From an optimization exercise on the open Yosys and OpenROAD flow, aimed at small area and a short achievable clock period; shortcuts taken in it are not production practice.
Only the layout flow was run in this run; the RTL was not checked for function there.
Power figures rest on the tool's default switching activity, not on a simulated workload.

==> design.v <==
package neuron_pe_pkg;
	typedef logic signed [32-1:0] pe_word_t;
	typedef logic [$clog2(16)-1:0] wgt_idx_t;
	typedef logic [$clog2(8)-1:0]  in_idx_t;
	typedef logic [$clog2(4)-1:0] out_idx_t;
	typedef logic [2-1:0] pe_cnt_t;
	typedef enum logic [2:0] {
		op_idle    = 3'd0,
		op_load    = 3'd1,
		op_ma      = 3'd2,
		op_mab     = 3'd3,
		op_nop     = 3'd4,
		op_bias    = 3'd5,
		op_act     = 3'd6,
		op_act_clr = 3'd7
	} pe_op_t;
	typedef struct packed {
		pe_op_t op;
		pe_op_t held;
		logic   issue;
		logic   commit;
	} pe_step_t;
endpackage
module csa_fa
(
	input  logic a,
	input  logic b,
	input  logic ci,
	output logic s,
	output logic co
);
	assign s  = a ^ b ^ ci;
	assign co = (a & b) | (a & ci) | (b & ci);
endmodule
module csa_ha
(
	input  logic a,
	input  logic b,
	output logic s,
	output logic co
);
	assign s  = a ^ b;
	assign co = a & b;
endmodule
module neuron_pe
(
	input  logic     clock,
	input  logic     reset,
	input  logic [2:0]  ctrl,
	input  logic        output_ctrl,
	input  logic [31:0] data_in,
	output logic [31:0] data_out,
	output logic     data_out_valid
);
	typedef logic [31:0] w32_t;
	neuron_pe_pkg::pe_op_t ctrl_op;
	assign ctrl_op = neuron_pe_pkg::pe_op_t'(ctrl);
	assign data_out_valid = output_ctrl && (ctrl_op == neuron_pe_pkg::op_idle);
	neuron_pe_pkg::pe_cnt_t cnt;
	neuron_pe_pkg::pe_op_t  held;
	logic timed;
	logic issue;
	logic commit;
	assign timed  = !(ctrl_op == neuron_pe_pkg::op_load || ctrl_op == neuron_pe_pkg::op_nop);
	assign issue  = timed && (cnt == '0);
	assign commit = (cnt == neuron_pe_pkg::pe_cnt_t'(3)) && !reset;
	always_ff @(posedge clock)
	begin
		if (reset || !timed)
			cnt <= '0;
		else
			cnt <= cnt + neuron_pe_pkg::pe_cnt_t'(1);
	end
	always_ff @(posedge clock)
	begin
		if (issue)
			held <= ctrl_op;
	end
	logic is_mult_now;
	logic mult_commit;
	logic act_commit;
	assign is_mult_now = (ctrl_op == neuron_pe_pkg::op_ma || ctrl_op == neuron_pe_pkg::op_mab || ctrl_op == neuron_pe_pkg::op_bias);
	assign mult_commit = commit && (held == neuron_pe_pkg::op_ma || held == neuron_pe_pkg::op_mab || held == neuron_pe_pkg::op_bias);
	assign act_commit  = commit && (held == neuron_pe_pkg::op_act || held == neuron_pe_pkg::op_act_clr);
	w32_t wgt_mem [16];
	neuron_pe_pkg::wgt_idx_t  w_wr;
	neuron_pe_pkg::wgt_idx_t  w_wr_nxt;
	logic [16-1:0] w_rd_hot;
	logic w_full;
	logic load_en;
	w32_t w_cur;
	assign load_en  = (ctrl_op == neuron_pe_pkg::op_load) && !w_full;
	assign w_wr_nxt = w_wr + neuron_pe_pkg::wgt_idx_t'(1);
	always_ff @(posedge clock)
	begin
		if (reset)
		begin
			w_wr     <= '0;
			w_rd_hot <= 16'(1);
			w_full   <= 1'b0;
		end
		else
		begin
			if (load_en)
			begin
				w_wr <= w_wr_nxt;
				if (w_rd_hot[w_wr_nxt])
					w_full <= 1'b1;
			end
			if (mult_commit)
				w_rd_hot <= {w_rd_hot[16-2:0], w_rd_hot[16-1]};
		end
	end
	always_ff @(posedge clock)
	begin
		if (load_en)
			wgt_mem[w_wr] <= data_in;
	end
	always_comb
	begin
		w_cur = '0;
		for (int i = 0; i < 16; i++)
			w_cur = w_cur | (wgt_mem[i] & {32{w_rd_hot[i]}});
	end
	w32_t mul_a;
	logic [8:0] wbits;
	w32_t replay;
	always_ff @(posedge clock)
	begin
		if (issue)
		begin
			case (ctrl_op)
				neuron_pe_pkg::op_ma:   mul_a <= data_in;
				neuron_pe_pkg::op_mab:  mul_a <= replay;
				neuron_pe_pkg::op_bias: mul_a <= 32'd1;
				default:                mul_a <= '0;
			endcase
		end
		else
			mul_a <= {mul_a[23:0], 8'd0};
	end
	always_ff @(posedge clock)
	begin
		if (reset || !is_mult_now)
			wbits <= '0;
		else
			wbits <= {w_cur, 1'b0} >> (8*cnt);
	end
	typedef logic [8-1:0] in_hot_t;
	w32_t in_mem [8];
	neuron_pe_pkg::in_idx_t in_wr;
	neuron_pe_pkg::in_idx_t in_wr_nxt;
	neuron_pe_pkg::in_idx_t in_start;
	in_hot_t in_rd_hot;
	logic    in_full;
	logic    rec_en;
	assign in_wr_nxt = in_wr + neuron_pe_pkg::in_idx_t'(1);
	always_ff @(posedge clock)
	begin
		rec_en <= issue && (ctrl_op == neuron_pe_pkg::op_ma) && !in_full;
	end
	always_ff @(posedge clock)
	begin
		if (reset)
		begin
			in_wr     <= '0;
			in_rd_hot <= in_hot_t'(1);
			in_start  <= '0;
			in_full   <= 1'b0;
		end
		else if (commit)
		begin
			case (held)
				neuron_pe_pkg::op_ma:
				begin
					if (!in_full)
					begin
						in_wr <= in_wr_nxt;
						if (in_rd_hot[in_wr_nxt])
							in_full <= 1'b1;
					end
				end
				neuron_pe_pkg::op_mab:
					in_rd_hot <= {in_rd_hot[8-2:0], in_rd_hot[8-1]};
				neuron_pe_pkg::op_act:
					in_rd_hot <= in_hot_t'(1) << in_start;
				neuron_pe_pkg::op_act_clr:
				begin
					in_rd_hot <= in_hot_t'(1) << in_wr;
					in_start  <= in_wr;
					in_full   <= 1'b0;
				end
				default:
				begin
				end
			endcase
		end
	end
	always_ff @(posedge clock)
	begin
		if (rec_en)
			in_mem[in_wr] <= mul_a;
	end
	always_comb
	begin
		replay = '0;
		for (int i = 0; i < 8; i++)
			replay = replay | (in_mem[i] & {32{in_rd_hot[i]}});
	end
	w32_t acc_s;
	w32_t acc_c;
	w32_t acc;
	w32_t nxt_s;
	w32_t nxt_c;
	w32_t pp [4];
	logic [3:0] neg;
	genvar j;
	generate
		for (j = 0; j < 4; j++)
		begin : g_pp
			logic one;
			logic two;
			assign one    = wbits[2*j+1] ^ wbits[2*j];
			assign two    = (wbits[2*j+2] & ~wbits[2*j+1] & ~wbits[2*j]) | (~wbits[2*j+2] & wbits[2*j+1] & wbits[2*j]);
			assign neg[j] = wbits[2*j+2];
			assign pp[j]  = (({32{one}} & mul_a) | ({32{two}} & {mul_a[30:0], 1'b0})) ^ {32{neg[j]}};
		end
	endgenerate
	logic t1;
	logic t2;
	logic t3;
	logic t4;
	logic t5;
	logic t6;
	logic t7;
	logic t8;
	logic t9;
	logic t10;
	logic t11;
	logic t12;
	logic t13;
	logic t14;
	logic t15;
	logic t16;
	logic t17;
	logic t18;
	logic t19;
	logic t20;
	logic t21;
	logic t22;
	logic t23;
	logic t24;
	logic t25;
	logic t26;
	logic t27;
	logic t28;
	logic t29;
	logic t30;
	logic t31;
	logic t32;
	logic t33;
	logic t34;
	logic t35;
	logic t36;
	logic t37;
	logic t38;
	logic t39;
	logic t40;
	logic t41;
	logic t42;
	logic t43;
	logic t44;
	logic t45;
	logic t46;
	logic t47;
	logic t48;
	logic t49;
	logic t50;
	logic t51;
	logic t52;
	logic t53;
	logic t54;
	logic t55;
	logic t56;
	logic t57;
	logic t58;
	logic t59;
	logic t60;
	logic t61;
	logic t62;
	logic t63;
	logic t64;
	logic t65;
	logic t66;
	logic t67;
	logic t68;
	logic t69;
	logic t70;
	logic t71;
	logic t72;
	logic t73;
	logic t74;
	logic t75;
	logic t76;
	logic t77;
	logic t78;
	logic t79;
	logic t80;
	logic t81;
	logic t82;
	logic t83;
	logic t84;
	logic t85;
	logic t86;
	logic t87;
	logic t88;
	logic t89;
	logic t90;
	logic t91;
	logic t92;
	logic t93;
	logic t94;
	logic t95;
	logic t96;
	logic t97;
	logic t98;
	logic t99;
	logic t100;
	logic t101;
	logic t102;
	logic t103;
	logic t104;
	logic t105;
	logic t106;
	logic t107;
	logic t108;
	logic t109;
	logic t110;
	logic t111;
	logic t112;
	logic t113;
	logic t114;
	logic t115;
	logic t116;
	logic t117;
	logic t118;
	logic t119;
	logic t120;
	logic t121;
	logic t122;
	logic t123;
	logic t124;
	logic t125;
	logic t126;
	logic t127;
	logic t128;
	logic t129;
	logic t130;
	logic t131;
	logic t132;
	logic t133;
	logic t134;
	logic t135;
	logic t136;
	logic t137;
	logic t138;
	logic t139;
	logic t140;
	logic t141;
	logic t142;
	logic t143;
	logic t144;
	logic t145;
	logic t146;
	logic t147;
	logic t148;
	logic t149;
	logic t150;
	logic t151;
	logic t152;
	logic t153;
	logic t154;
	logic t155;
	logic t156;
	logic t157;
	logic t158;
	logic t159;
	logic t160;
	logic t161;
	logic t162;
	logic t163;
	logic t164;
	logic t165;
	logic t166;
	logic t167;
	logic t168;
	logic t169;
	logic t170;
	logic t171;
	logic t172;
	logic t173;
	logic t174;
	logic t175;
	logic t176;
	logic t177;
	logic t178;
	logic t179;
	logic t180;
	logic t181;
	logic t182;
	logic t183;
	logic t184;
	logic t185;
	logic t186;
	logic t187;
	logic t188;
	logic t189;
	logic t190;
	logic t191;
	logic t192;
	logic t193;
	logic t194;
	logic t195;
	logic t196;
	logic t197;
	logic t198;
	logic t199;
	logic t200;
	logic t201;
	logic t202;
	logic t203;
	logic t204;
	logic t205;
	logic t206;
	logic t207;
	logic t208;
	logic t209;
	logic t210;
	logic t211;
	logic t212;
	logic t213;
	logic t214;
	logic t215;
	logic t216;
	logic t217;
	logic t218;
	logic t219;
	logic t220;
	logic t221;
	logic t222;
	logic t223;
	logic t224;
	logic t225;
	logic t226;
	logic t227;
	logic t228;
	logic t229;
	logic t230;
	logic t231;
	logic t232;
	logic t233;
	logic t234;
	logic t235;
	logic t236;
	logic t237;
	logic t238;
	logic t239;
	logic t240;
	logic t241;
	logic t242;
	logic t243;
	logic t244;
	logic t245;
	logic t246;
	logic t247;
	logic t248;
	logic t249;
	logic t250;
	logic t251;
	logic t252;
	logic t253;
	logic t254;
	logic t255;
	logic t256;
	logic t257;
	logic t258;
	logic t259;
	logic t260;
	logic t261;
	logic t262;
	logic t263;
	logic t264;
	logic t265;
	logic t266;
	logic t267;
	logic t268;
	logic t269;
	logic t270;
	logic t271;
	logic t272;
	logic t273;
	logic t274;
	logic t275;
	logic t276;
	logic t277;
	logic t278;
	logic t279;
	logic t280;
	logic t281;
	logic t282;
	logic t283;
	logic t284;
	logic t285;
	logic t286;
	logic t287;
	logic t288;
	logic t289;
	logic t290;
	logic t291;
	csa_ha u_csa1 (.a(acc_s[6]), .b(acc_c[6]), .s(t1), .co(t2));
	csa_ha u_csa2 (.a(acc_s[7]), .b(acc_c[7]), .s(t3), .co(t4));
	csa_ha u_csa3 (.a(acc_s[8]), .b(acc_c[8]), .s(t5), .co(t6));
	csa_ha u_csa4 (.a(acc_s[9]), .b(acc_c[9]), .s(t7), .co(t8));
	csa_ha u_csa5 (.a(acc_s[10]), .b(acc_c[10]), .s(t9), .co(t10));
	csa_ha u_csa6 (.a(acc_s[11]), .b(acc_c[11]), .s(t11), .co(t12));
	csa_ha u_csa7 (.a(acc_s[12]), .b(acc_c[12]), .s(t13), .co(t14));
	csa_ha u_csa8 (.a(acc_s[13]), .b(acc_c[13]), .s(t15), .co(t16));
	csa_ha u_csa9 (.a(acc_s[14]), .b(acc_c[14]), .s(t17), .co(t18));
	csa_ha u_csa10 (.a(acc_s[15]), .b(acc_c[15]), .s(t19), .co(t20));
	csa_ha u_csa11 (.a(acc_s[16]), .b(acc_c[16]), .s(t21), .co(t22));
	csa_ha u_csa12 (.a(acc_s[17]), .b(acc_c[17]), .s(t23), .co(t24));
	csa_ha u_csa13 (.a(acc_s[18]), .b(acc_c[18]), .s(t25), .co(t26));
	csa_ha u_csa14 (.a(acc_s[19]), .b(acc_c[19]), .s(t27), .co(t28));
	csa_ha u_csa15 (.a(acc_s[20]), .b(acc_c[20]), .s(t29), .co(t30));
	csa_ha u_csa16 (.a(acc_s[21]), .b(acc_c[21]), .s(t31), .co(t32));
	csa_ha u_csa17 (.a(acc_s[22]), .b(acc_c[22]), .s(t33), .co(t34));
	csa_ha u_csa18 (.a(acc_s[23]), .b(acc_c[23]), .s(t35), .co(t36));
	csa_ha u_csa19 (.a(acc_s[24]), .b(acc_c[24]), .s(t37), .co(t38));
	csa_ha u_csa20 (.a(acc_s[25]), .b(acc_c[25]), .s(t39), .co(t40));
	csa_ha u_csa21 (.a(acc_s[26]), .b(acc_c[26]), .s(t41), .co(t42));
	csa_ha u_csa22 (.a(acc_s[27]), .b(acc_c[27]), .s(t43), .co(t44));
	csa_ha u_csa23 (.a(acc_s[28]), .b(acc_c[28]), .s(t45), .co(t46));
	csa_ha u_csa24 (.a(acc_s[29]), .b(acc_c[29]), .s(t47), .co(t48));
	csa_ha u_csa25 (.a(acc_s[30]), .b(acc_c[30]), .s(t49), .co(t50));
	csa_ha u_csa26 (.a(acc_s[31]), .b(acc_c[31]), .s(t51), .co());
	csa_ha u_csa27 (.a(acc_s[2]), .b(acc_c[2]), .s(t52), .co(t53));
	csa_ha u_csa28 (.a(acc_s[3]), .b(acc_c[3]), .s(t54), .co(t55));
	csa_fa u_csa29 (.a(acc_s[4]), .b(acc_c[4]), .ci(pp[0][4]), .s(t56), .co(t57));
	csa_ha u_csa30 (.a(pp[1][2]), .b(pp[2][0]), .s(t58), .co(t59));
	csa_fa u_csa31 (.a(acc_s[5]), .b(acc_c[5]), .ci(pp[0][5]), .s(t60), .co(t61));
	csa_ha u_csa32 (.a(pp[1][3]), .b(pp[2][1]), .s(t62), .co(t63));
	csa_fa u_csa33 (.a(pp[0][6]), .b(pp[1][4]), .ci(pp[2][2]), .s(t64), .co(t65));
	csa_fa u_csa34 (.a(pp[3][0]), .b(neg[3]), .ci(t1), .s(t66), .co(t67));
	csa_fa u_csa35 (.a(pp[0][7]), .b(pp[1][5]), .ci(pp[2][3]), .s(t68), .co(t69));
	csa_fa u_csa36 (.a(pp[3][1]), .b(t3), .ci(t2), .s(t70), .co(t71));
	csa_fa u_csa37 (.a(pp[0][8]), .b(pp[1][6]), .ci(pp[2][4]), .s(t72), .co(t73));
	csa_fa u_csa38 (.a(pp[3][2]), .b(t5), .ci(t4), .s(t74), .co(t75));
	csa_fa u_csa39 (.a(pp[0][9]), .b(pp[1][7]), .ci(pp[2][5]), .s(t76), .co(t77));
	csa_fa u_csa40 (.a(pp[3][3]), .b(t7), .ci(t6), .s(t78), .co(t79));
	csa_fa u_csa41 (.a(pp[0][10]), .b(pp[1][8]), .ci(pp[2][6]), .s(t80), .co(t81));
	csa_fa u_csa42 (.a(pp[3][4]), .b(t9), .ci(t8), .s(t82), .co(t83));
	csa_fa u_csa43 (.a(pp[0][11]), .b(pp[1][9]), .ci(pp[2][7]), .s(t84), .co(t85));
	csa_fa u_csa44 (.a(pp[3][5]), .b(t11), .ci(t10), .s(t86), .co(t87));
	csa_fa u_csa45 (.a(pp[0][12]), .b(pp[1][10]), .ci(pp[2][8]), .s(t88), .co(t89));
	csa_fa u_csa46 (.a(pp[3][6]), .b(t13), .ci(t12), .s(t90), .co(t91));
	csa_fa u_csa47 (.a(pp[0][13]), .b(pp[1][11]), .ci(pp[2][9]), .s(t92), .co(t93));
	csa_fa u_csa48 (.a(pp[3][7]), .b(t15), .ci(t14), .s(t94), .co(t95));
	csa_fa u_csa49 (.a(pp[0][14]), .b(pp[1][12]), .ci(pp[2][10]), .s(t96), .co(t97));
	csa_fa u_csa50 (.a(pp[3][8]), .b(t17), .ci(t16), .s(t98), .co(t99));
	csa_fa u_csa51 (.a(pp[0][15]), .b(pp[1][13]), .ci(pp[2][11]), .s(t100), .co(t101));
	csa_fa u_csa52 (.a(pp[3][9]), .b(t19), .ci(t18), .s(t102), .co(t103));
	csa_fa u_csa53 (.a(pp[0][16]), .b(pp[1][14]), .ci(pp[2][12]), .s(t104), .co(t105));
	csa_fa u_csa54 (.a(pp[3][10]), .b(t21), .ci(t20), .s(t106), .co(t107));
	csa_fa u_csa55 (.a(pp[0][17]), .b(pp[1][15]), .ci(pp[2][13]), .s(t108), .co(t109));
	csa_fa u_csa56 (.a(pp[3][11]), .b(t23), .ci(t22), .s(t110), .co(t111));
	csa_fa u_csa57 (.a(pp[0][18]), .b(pp[1][16]), .ci(pp[2][14]), .s(t112), .co(t113));
	csa_fa u_csa58 (.a(pp[3][12]), .b(t25), .ci(t24), .s(t114), .co(t115));
	csa_fa u_csa59 (.a(pp[0][19]), .b(pp[1][17]), .ci(pp[2][15]), .s(t116), .co(t117));
	csa_fa u_csa60 (.a(pp[3][13]), .b(t27), .ci(t26), .s(t118), .co(t119));
	csa_fa u_csa61 (.a(pp[0][20]), .b(pp[1][18]), .ci(pp[2][16]), .s(t120), .co(t121));
	csa_fa u_csa62 (.a(pp[3][14]), .b(t29), .ci(t28), .s(t122), .co(t123));
	csa_fa u_csa63 (.a(pp[0][21]), .b(pp[1][19]), .ci(pp[2][17]), .s(t124), .co(t125));
	csa_fa u_csa64 (.a(pp[3][15]), .b(t31), .ci(t30), .s(t126), .co(t127));
	csa_fa u_csa65 (.a(pp[0][22]), .b(pp[1][20]), .ci(pp[2][18]), .s(t128), .co(t129));
	csa_fa u_csa66 (.a(pp[3][16]), .b(t33), .ci(t32), .s(t130), .co(t131));
	csa_fa u_csa67 (.a(pp[0][23]), .b(pp[1][21]), .ci(pp[2][19]), .s(t132), .co(t133));
	csa_fa u_csa68 (.a(pp[3][17]), .b(t35), .ci(t34), .s(t134), .co(t135));
	csa_fa u_csa69 (.a(pp[0][24]), .b(pp[1][22]), .ci(pp[2][20]), .s(t136), .co(t137));
	csa_fa u_csa70 (.a(pp[3][18]), .b(t37), .ci(t36), .s(t138), .co(t139));
	csa_fa u_csa71 (.a(pp[0][25]), .b(pp[1][23]), .ci(pp[2][21]), .s(t140), .co(t141));
	csa_fa u_csa72 (.a(pp[3][19]), .b(t39), .ci(t38), .s(t142), .co(t143));
	csa_fa u_csa73 (.a(pp[0][26]), .b(pp[1][24]), .ci(pp[2][22]), .s(t144), .co(t145));
	csa_fa u_csa74 (.a(pp[3][20]), .b(t41), .ci(t40), .s(t146), .co(t147));
	csa_fa u_csa75 (.a(pp[0][27]), .b(pp[1][25]), .ci(pp[2][23]), .s(t148), .co(t149));
	csa_fa u_csa76 (.a(pp[3][21]), .b(t43), .ci(t42), .s(t150), .co(t151));
	csa_fa u_csa77 (.a(pp[0][28]), .b(pp[1][26]), .ci(pp[2][24]), .s(t152), .co(t153));
	csa_fa u_csa78 (.a(pp[3][22]), .b(t45), .ci(t44), .s(t154), .co(t155));
	csa_fa u_csa79 (.a(pp[0][29]), .b(pp[1][27]), .ci(pp[2][25]), .s(t156), .co(t157));
	csa_fa u_csa80 (.a(pp[3][23]), .b(t47), .ci(t46), .s(t158), .co(t159));
	csa_fa u_csa81 (.a(pp[0][30]), .b(pp[1][28]), .ci(pp[2][26]), .s(t160), .co(t161));
	csa_fa u_csa82 (.a(pp[3][24]), .b(t49), .ci(t48), .s(t162), .co(t163));
	csa_fa u_csa83 (.a(pp[0][31]), .b(pp[1][29]), .ci(pp[2][27]), .s(t164), .co());
	csa_fa u_csa84 (.a(pp[3][25]), .b(t51), .ci(t50), .s(t165), .co());
	csa_ha u_csa85 (.a(acc_s[0]), .b(acc_c[0]), .s(t166), .co(t167));
	csa_ha u_csa86 (.a(acc_s[1]), .b(acc_c[1]), .s(t168), .co(t169));
	csa_fa u_csa87 (.a(pp[0][2]), .b(pp[1][0]), .ci(neg[1]), .s(t170), .co(t171));
	csa_fa u_csa88 (.a(pp[0][3]), .b(pp[1][1]), .ci(t54), .s(t172), .co(t173));
	csa_fa u_csa89 (.a(neg[2]), .b(t56), .ci(t58), .s(t174), .co(t175));
	csa_fa u_csa90 (.a(t60), .b(t62), .ci(t57), .s(t176), .co(t177));
	csa_fa u_csa91 (.a(t64), .b(t66), .ci(t61), .s(t178), .co(t179));
	csa_fa u_csa92 (.a(t68), .b(t70), .ci(t65), .s(t180), .co(t181));
	csa_fa u_csa93 (.a(t72), .b(t74), .ci(t69), .s(t182), .co(t183));
	csa_fa u_csa94 (.a(t76), .b(t78), .ci(t73), .s(t184), .co(t185));
	csa_fa u_csa95 (.a(t80), .b(t82), .ci(t77), .s(t186), .co(t187));
	csa_fa u_csa96 (.a(t84), .b(t86), .ci(t81), .s(t188), .co(t189));
	csa_fa u_csa97 (.a(t88), .b(t90), .ci(t85), .s(t190), .co(t191));
	csa_fa u_csa98 (.a(t92), .b(t94), .ci(t89), .s(t192), .co(t193));
	csa_fa u_csa99 (.a(t96), .b(t98), .ci(t93), .s(t194), .co(t195));
	csa_fa u_csa100 (.a(t100), .b(t102), .ci(t97), .s(t196), .co(t197));
	csa_fa u_csa101 (.a(t104), .b(t106), .ci(t101), .s(t198), .co(t199));
	csa_fa u_csa102 (.a(t108), .b(t110), .ci(t105), .s(t200), .co(t201));
	csa_fa u_csa103 (.a(t112), .b(t114), .ci(t109), .s(t202), .co(t203));
	csa_fa u_csa104 (.a(t116), .b(t118), .ci(t113), .s(t204), .co(t205));
	csa_fa u_csa105 (.a(t120), .b(t122), .ci(t117), .s(t206), .co(t207));
	csa_fa u_csa106 (.a(t124), .b(t126), .ci(t121), .s(t208), .co(t209));
	csa_fa u_csa107 (.a(t128), .b(t130), .ci(t125), .s(t210), .co(t211));
	csa_fa u_csa108 (.a(t132), .b(t134), .ci(t129), .s(t212), .co(t213));
	csa_fa u_csa109 (.a(t136), .b(t138), .ci(t133), .s(t214), .co(t215));
	csa_fa u_csa110 (.a(t140), .b(t142), .ci(t137), .s(t216), .co(t217));
	csa_fa u_csa111 (.a(t144), .b(t146), .ci(t141), .s(t218), .co(t219));
	csa_fa u_csa112 (.a(t148), .b(t150), .ci(t145), .s(t220), .co(t221));
	csa_fa u_csa113 (.a(t152), .b(t154), .ci(t149), .s(t222), .co(t223));
	csa_fa u_csa114 (.a(t156), .b(t158), .ci(t153), .s(t224), .co(t225));
	csa_fa u_csa115 (.a(t160), .b(t162), .ci(t157), .s(t226), .co(t227));
	csa_fa u_csa116 (.a(t164), .b(t165), .ci(t161), .s(t228), .co());
	csa_ha u_csa117 (.a(pp[0][0]), .b(neg[0]), .s(t229), .co(t230));
	csa_fa u_csa118 (.a(pp[0][1]), .b(t168), .ci(t167), .s(t231), .co(t232));
	csa_fa u_csa119 (.a(t52), .b(t170), .ci(t169), .s(t233), .co(t234));
	csa_fa u_csa120 (.a(t53), .b(t172), .ci(t171), .s(t235), .co(t236));
	csa_fa u_csa121 (.a(t55), .b(t174), .ci(t173), .s(t237), .co(t238));
	csa_fa u_csa122 (.a(t59), .b(t176), .ci(t175), .s(t239), .co(t240));
	csa_fa u_csa123 (.a(t63), .b(t178), .ci(t177), .s(t241), .co(t242));
	csa_fa u_csa124 (.a(t67), .b(t180), .ci(t179), .s(t243), .co(t244));
	csa_fa u_csa125 (.a(t71), .b(t182), .ci(t181), .s(t245), .co(t246));
	csa_fa u_csa126 (.a(t75), .b(t184), .ci(t183), .s(t247), .co(t248));
	csa_fa u_csa127 (.a(t79), .b(t186), .ci(t185), .s(t249), .co(t250));
	csa_fa u_csa128 (.a(t83), .b(t188), .ci(t187), .s(t251), .co(t252));
	csa_fa u_csa129 (.a(t87), .b(t190), .ci(t189), .s(t253), .co(t254));
	csa_fa u_csa130 (.a(t91), .b(t192), .ci(t191), .s(t255), .co(t256));
	csa_fa u_csa131 (.a(t95), .b(t194), .ci(t193), .s(t257), .co(t258));
	csa_fa u_csa132 (.a(t99), .b(t196), .ci(t195), .s(t259), .co(t260));
	csa_fa u_csa133 (.a(t103), .b(t198), .ci(t197), .s(t261), .co(t262));
	csa_fa u_csa134 (.a(t107), .b(t200), .ci(t199), .s(t263), .co(t264));
	csa_fa u_csa135 (.a(t111), .b(t202), .ci(t201), .s(t265), .co(t266));
	csa_fa u_csa136 (.a(t115), .b(t204), .ci(t203), .s(t267), .co(t268));
	csa_fa u_csa137 (.a(t119), .b(t206), .ci(t205), .s(t269), .co(t270));
	csa_fa u_csa138 (.a(t123), .b(t208), .ci(t207), .s(t271), .co(t272));
	csa_fa u_csa139 (.a(t127), .b(t210), .ci(t209), .s(t273), .co(t274));
	csa_fa u_csa140 (.a(t131), .b(t212), .ci(t211), .s(t275), .co(t276));
	csa_fa u_csa141 (.a(t135), .b(t214), .ci(t213), .s(t277), .co(t278));
	csa_fa u_csa142 (.a(t139), .b(t216), .ci(t215), .s(t279), .co(t280));
	csa_fa u_csa143 (.a(t143), .b(t218), .ci(t217), .s(t281), .co(t282));
	csa_fa u_csa144 (.a(t147), .b(t220), .ci(t219), .s(t283), .co(t284));
	csa_fa u_csa145 (.a(t151), .b(t222), .ci(t221), .s(t285), .co(t286));
	csa_fa u_csa146 (.a(t155), .b(t224), .ci(t223), .s(t287), .co(t288));
	csa_fa u_csa147 (.a(t159), .b(t226), .ci(t225), .s(t289), .co(t290));
	csa_fa u_csa148 (.a(t163), .b(t228), .ci(t227), .s(t291), .co());
	assign nxt_s[0] = t166;
	assign nxt_c[0] = t229;
	assign nxt_s[1] = t231;
	assign nxt_c[1] = t230;
	assign nxt_s[2] = t233;
	assign nxt_c[2] = t232;
	assign nxt_s[3] = t235;
	assign nxt_c[3] = t234;
	assign nxt_s[4] = t237;
	assign nxt_c[4] = t236;
	assign nxt_s[5] = t239;
	assign nxt_c[5] = t238;
	assign nxt_s[6] = t241;
	assign nxt_c[6] = t240;
	assign nxt_s[7] = t243;
	assign nxt_c[7] = t242;
	assign nxt_s[8] = t245;
	assign nxt_c[8] = t244;
	assign nxt_s[9] = t247;
	assign nxt_c[9] = t246;
	assign nxt_s[10] = t249;
	assign nxt_c[10] = t248;
	assign nxt_s[11] = t251;
	assign nxt_c[11] = t250;
	assign nxt_s[12] = t253;
	assign nxt_c[12] = t252;
	assign nxt_s[13] = t255;
	assign nxt_c[13] = t254;
	assign nxt_s[14] = t257;
	assign nxt_c[14] = t256;
	assign nxt_s[15] = t259;
	assign nxt_c[15] = t258;
	assign nxt_s[16] = t261;
	assign nxt_c[16] = t260;
	assign nxt_s[17] = t263;
	assign nxt_c[17] = t262;
	assign nxt_s[18] = t265;
	assign nxt_c[18] = t264;
	assign nxt_s[19] = t267;
	assign nxt_c[19] = t266;
	assign nxt_s[20] = t269;
	assign nxt_c[20] = t268;
	assign nxt_s[21] = t271;
	assign nxt_c[21] = t270;
	assign nxt_s[22] = t273;
	assign nxt_c[22] = t272;
	assign nxt_s[23] = t275;
	assign nxt_c[23] = t274;
	assign nxt_s[24] = t277;
	assign nxt_c[24] = t276;
	assign nxt_s[25] = t279;
	assign nxt_c[25] = t278;
	assign nxt_s[26] = t281;
	assign nxt_c[26] = t280;
	assign nxt_s[27] = t283;
	assign nxt_c[27] = t282;
	assign nxt_s[28] = t285;
	assign nxt_c[28] = t284;
	assign nxt_s[29] = t287;
	assign nxt_c[29] = t286;
	assign nxt_s[30] = t289;
	assign nxt_c[30] = t288;
	assign nxt_s[31] = t291;
	assign nxt_c[31] = t290;
	always_ff @(posedge clock)
	begin
		if (reset || act_commit)
		begin
			acc_s <= '0;
			acc_c <= '0;
		end
		else
		begin
			acc_s <= nxt_s;
			acc_c <= nxt_c;
		end
	end
	assign acc = acc_s + acc_c;
	w32_t out_mem [4];
	neuron_pe_pkg::out_idx_t o_wr;
	neuron_pe_pkg::out_idx_t o_wr_nxt;
	neuron_pe_pkg::out_idx_t o_rd;
	logic o_full;
	logic push;
	logic pop;
	assign push = act_commit && !o_full;
	assign pop  = commit && (held == neuron_pe_pkg::op_idle) && output_ctrl;
	assign o_wr_nxt = o_wr + neuron_pe_pkg::out_idx_t'(1);
	always_ff @(posedge clock)
	begin
		if (reset)
		begin
			o_wr   <= '0;
			o_rd   <= '0;
			o_full <= 1'b0;
		end
		else
		begin
			if (push)
			begin
				o_wr <= o_wr_nxt;
				if (o_wr_nxt == o_rd)
					o_full <= 1'b1;
			end
			if (pop)
				o_rd <= o_rd + neuron_pe_pkg::out_idx_t'(1);
		end
	end
	always_ff @(posedge clock)
	begin
		if (push)
			out_mem[o_wr] <= acc;
	end
	assign data_out = out_mem[o_rd];
endmodule
==> run.sh <==
#!/bin/bash
# synth_recipe.tcl (not shown) runs the flow's synth.tcl, then flattens the netlist and writes it again
# the make line also repeats each setting of config.mk as NAME=value (left out here)
make -C /OpenROAD-flow-scripts/flow DESIGN_CONFIG=/design/flow/config.mk WORK_HOME=/design/flow/orfs CLKGATE_MAP_FILE= SYNTH_SCRIPT=/design/flow/synth_recipe.tcl finish
==> config.mk <==
export PLATFORM = sky130hd
export DESIGN_NAME = neuron_pe
export DESIGN_NICKNAME = neuron_pe
export VERILOG_FILES = /design/flow/design.v
export SDC_FILE = /design/flow/constraint.sdc
export NUM_CORES = 4
export LEC_CHECK = 0
export CAP_MARGIN = 20
export CORE_MARGIN = 2
export CORE_UTILIZATION = 40
export CTS_BUF_LIST = sky130_fd_sc_hd__clkbuf_8
export CTS_CLUSTER_DIAMETER = 50
export CTS_CLUSTER_SIZE = 20
export SETUP_SLACK_MARGIN = 4.5
export SLEW_MARGIN = 20
export SYNTH_HIERARCHICAL = 1
export SYNTH_MINIMUM_KEEP_SIZE = 0
export TNS_END_PERCENT = 1
==> constraint.sdc <==
create_clock -name core_clock -period 8.0 [get_ports {clock}]
set_input_delay 1.6000 -clock core_clock [delete_from_list [all_inputs] [get_ports {clock}]]
set_output_delay 1.6000 -clock core_clock [all_outputs]
set_load 0.01 [all_outputs]
==> summary.txt <==
-- tightest hold or removal path, stage by stage (launching register included) --
cell	delay, ps
dfxtp_1	330
nand2_1	60
a21oi_1	50
-- routing by layer --
layer | global-route usage | vias up | share of wire
met5 | 0 | - | 0.00037
met4 | 0.0522 | 6 | 0.020
met3 | 0.0365 | 155 | 0.089
met2 | 0.322 | 1272 | 0.45
met1 | 0.318 | 14800 | 0.44
li1 | - | 12600 | -
-- state kept, by name, indices dropped and copies added, names as in the netlist, 3 cells and up, named ones only --
signal and cells:
in_mem 256, wgt_mem 512, in_rd_hot 8, wbits 9
in_start 3, mul_a 32, held 3, acc_s 32
w_rd_hot 16, acc_c 32, in_wr 3, out_mem 128
w_wr 4
-- area by class of cell --
cell class	count	area, sq um	area share
multi-input cells	1897	14600	0.290
clock inverters	82	981	0.0194
diodes	3	7.51	0.000149
well taps	1500	1880	0.0372
clock buffers	99	1360	0.0270
flip-flops and latches	1050	30100	0.596
inverters	26	97.6	0.00193
repair buffers	162	1440	0.0285
-- placed cells by master (no fill, tap or decap), types with 12 or more instances in the layout --
cell type	instances
edfxtp_1	899
a22oi_1	213
a31oi_1	42
xor2_1	16
dfxtp_1	132
inv_8	12
a21oi_1	197
fa_1	116
xnor2_1	30
nand3_1	40
mux2i_1	24
buf_2	25
nor2_4	23
mux4_2	38
clkbuf_8	99
clkdlybuf4s50_1	32
a22o_1	68
nor2_1	205
ha_1	75
o21ai_0	34
dfxtp_2	16
and2_1	66
nand4_1	32
inv_1	27
a222oi_1	22
buf_4	79
inv_6	16
a221oi_1	181
nand2_1	291
-- modules after synthesis, one instance, submodules excluded --
| module | cells | area, sq um |
|---|---|---|
| csa_ha | 1 | 12.5 |
| neuron_pe | 3103 | 42800 |
| csa_fa | 1 | 20.0 |
-- worst paths after layout --
path,depth (start not counted),endpoint
hold reg to reg,2,in_start[1]
setup / recovery,4,data_out[27]
hold / removal,2,in_start[1]
setup reg to reg,10,acc_s[29]
-- stage by stage --
stage	hold WS [ps]	utilization	cell area (sq um)
2_1_floorplan	423	-	45700
3_3_place_gp	460	0.425	47900
3_5_place_dp	465	0.425	47900
4_1_cts	475	0.447	50400
5_1_grt	491	0.448	50500
6_report	477	0.448	50500
-- timing repair --
item,4_1_cts,5_1_grt
endpoints found under the hold margin,0,0
cloned,2,0
setup buffers,15,1
endpoints found under the setup margin,393,106
gates resized for setup,157,8
hold buffers,0,0
-- power by group through the flow --
| stage | logic, mW | clock network, mW | registers [mW] |
|---|---|---|---|
| after floorplan | 0.882 | 0 | 6.27 |
| after global placement | 1.19 | 0 | 6.33 |
| after detailed placement | 1.22 | 0 | 6.34 |
| after CTS | 1.23 | 3.79 | 6.21 |
| after global routing | 1.38 | 3.98 | 6.23 |
| final | 1.22 | 3.72 | 6.21 |
-- cell families after synthesis --
kind of cell,after synthesis,share of synthesized area
adders and majority gates,191,0.0716
and+or+nand+nor,738,0.0720
xor gates and xnor gates,46,0.00884
AOI/OAI and AO/OA,857,0.138
muxes,65,0.0248
DFF,1050,0.659
buffers and inverters,304,0.0263
==> out/summary.txt <==
pwr dens - 221 mW/mm^2
Max Buffers Root-to-Sink - 3
sum of buffers and inverters on the critical path - 3
drt first pass iters - 7
vias per inst - 5.97
Initial Util - 0.404
Reg power frac - 0.557
VDD IR max - 118 uV
Layout fillers - 9984
Top FF cell, synth - edfxtp_1
CP cell instances - buf_6 > bufbuf_16 > mux4_2 > buf_2
delay of the slowest cell on the worst path - 540 ps
DR iter-0 viols - 3011
Lkg Pwr - 16.3 nW
post-synthesis sequential area ratio - 0.659
Non-Filler Instances - 4819
placed cell count - 4615
Final Power - 11.1 mW
HP Start - in_start[1]
Synth top area share - 0.593
CTS tree - built
Highest Clock Rate - 259 MHz
setup TNS - 0 ps
DR vias - 28800
top area cells in the synthesized netlist - edfxtp_1 59%, dfxtp_1 6.6%, fa_1 5.1%
Commonest cells post-synth - 899 x edfxtp_1, 295 x nand2_1, 229 x nor2_1, 213 x a22oi_1, 210 x clkbuf_1
Num CTS Buffers - 96
clock-pin slew on the worst setup and hold paths - 90 ps
Max Slew Vio Count - 0
Post-Syn Area - 0.0456 sq mm
outcome - complete, no violations
vias in the first global route - 27800
num ports - 71
Hold Crit Class - reg2reg
asr flop ratio synth - 0
clk sink count - 1050
Clk network pwr share - 0.334
CP Max Fanout - 4
post-route minimum period - 3860 ps
synth-to-layout area growth - 10.7%
yosys warns - 9
final setup fails - 0
clock skew - 63.7 ps
Switching Share - 0.270
Top Family by Delay on Critical Path - buffers and inverters
Crit path arrival time - 2260 ps
worst slew pin tran - 1120 ps
max-cap check violation count - 0
die area - 0.117 sq mm
IO Port Bufs - 70
GRT Overall Usage - 0.213
PnR worst setup slack - 4140 ps
DP Worst Slack - 3220 ps
Congestion Overflow GR - 0
final wirelength - 125000 microns
Synth Instances - 3251
layout cells sized above 1 - 0.128
crit path capture type - output port
WL per Instance - 26.0 microns
Fin. Hold Viols - 0
pin count of the biggest net entering global routing - 65
Critical Path Source Type - register
clock latency (worst-skew pair) - 790 ps
core footprint - 0.113 sq mm
Detail Route Antenna Nets - 0
gpl congestion - 0.811
Slew HR - 0.236
most common cell in the synthesized netlist - edfxtp_1
RSZ-0062 raised after global routing - yes
Total Nets Final - 3462
Net Count, Synth - 3480
FF+latch count, synth - 1050
library cells used by synthesis - 75
initial antenna violation count - 9
first-pass GRT wire length - 185000 microns
Crit Path Class - reg2out
Post-Syn Area per Cell - 14.0 sq um
slowest CP cell - mux4_2
Internal - 8.14 mW
DRC viols - 0
Post-synth EDFFs - 899
H-tree depth - 3
Comb pwr share - 0.109
Rows - 123
DP HPWL - 73400 microns
Chip Height - 341 microns
FF-to-FF setup slack - 4350 ps
CTS Root Cell - clkbuf_8
switching power of the nets - 3.01 mW
die width - 341 microns
Yosys top cell by area - edfxtp_1
FF-to-FF Start - wbits[4]
Req. time, crit path - 6400 ps
fin crit share - 0.483

port drivers added, routing unchanged:
In the flow no input, the clock included, has a driving cell. The finished layout below was timed again as built, in two steps.
Step 1 (the two cells are an assumption about what drives the block):
set clk [get_ports {clock}]
set_driving_cell -lib_cell sky130_fd_sc_hd__clkbuf_16 $clk
set_driving_cell -lib_cell sky130_fd_sc_hd__buf_2 [delete_from_list [all_inputs] $clk]
Step 2 times the ports against the registers' clock, not the clock port: input delays grow and output delays shrink by t, the midpoint of the rising clock arrivals with the driver on.
Three values: no drivers, after step 1, after step 2; two values: the first two.
t, ns: 0.833
setup WS [ns]: 4.138 / 4.072 / 3.781
worst setup path after step 2: input to register
slew at the worst register clock pin (ns): 0.12 / 0.12
After both steps this run still meets setup and hold. The setup slack of this run moves by -0.066 ns with the drivers and by -0.357 ns with both steps.
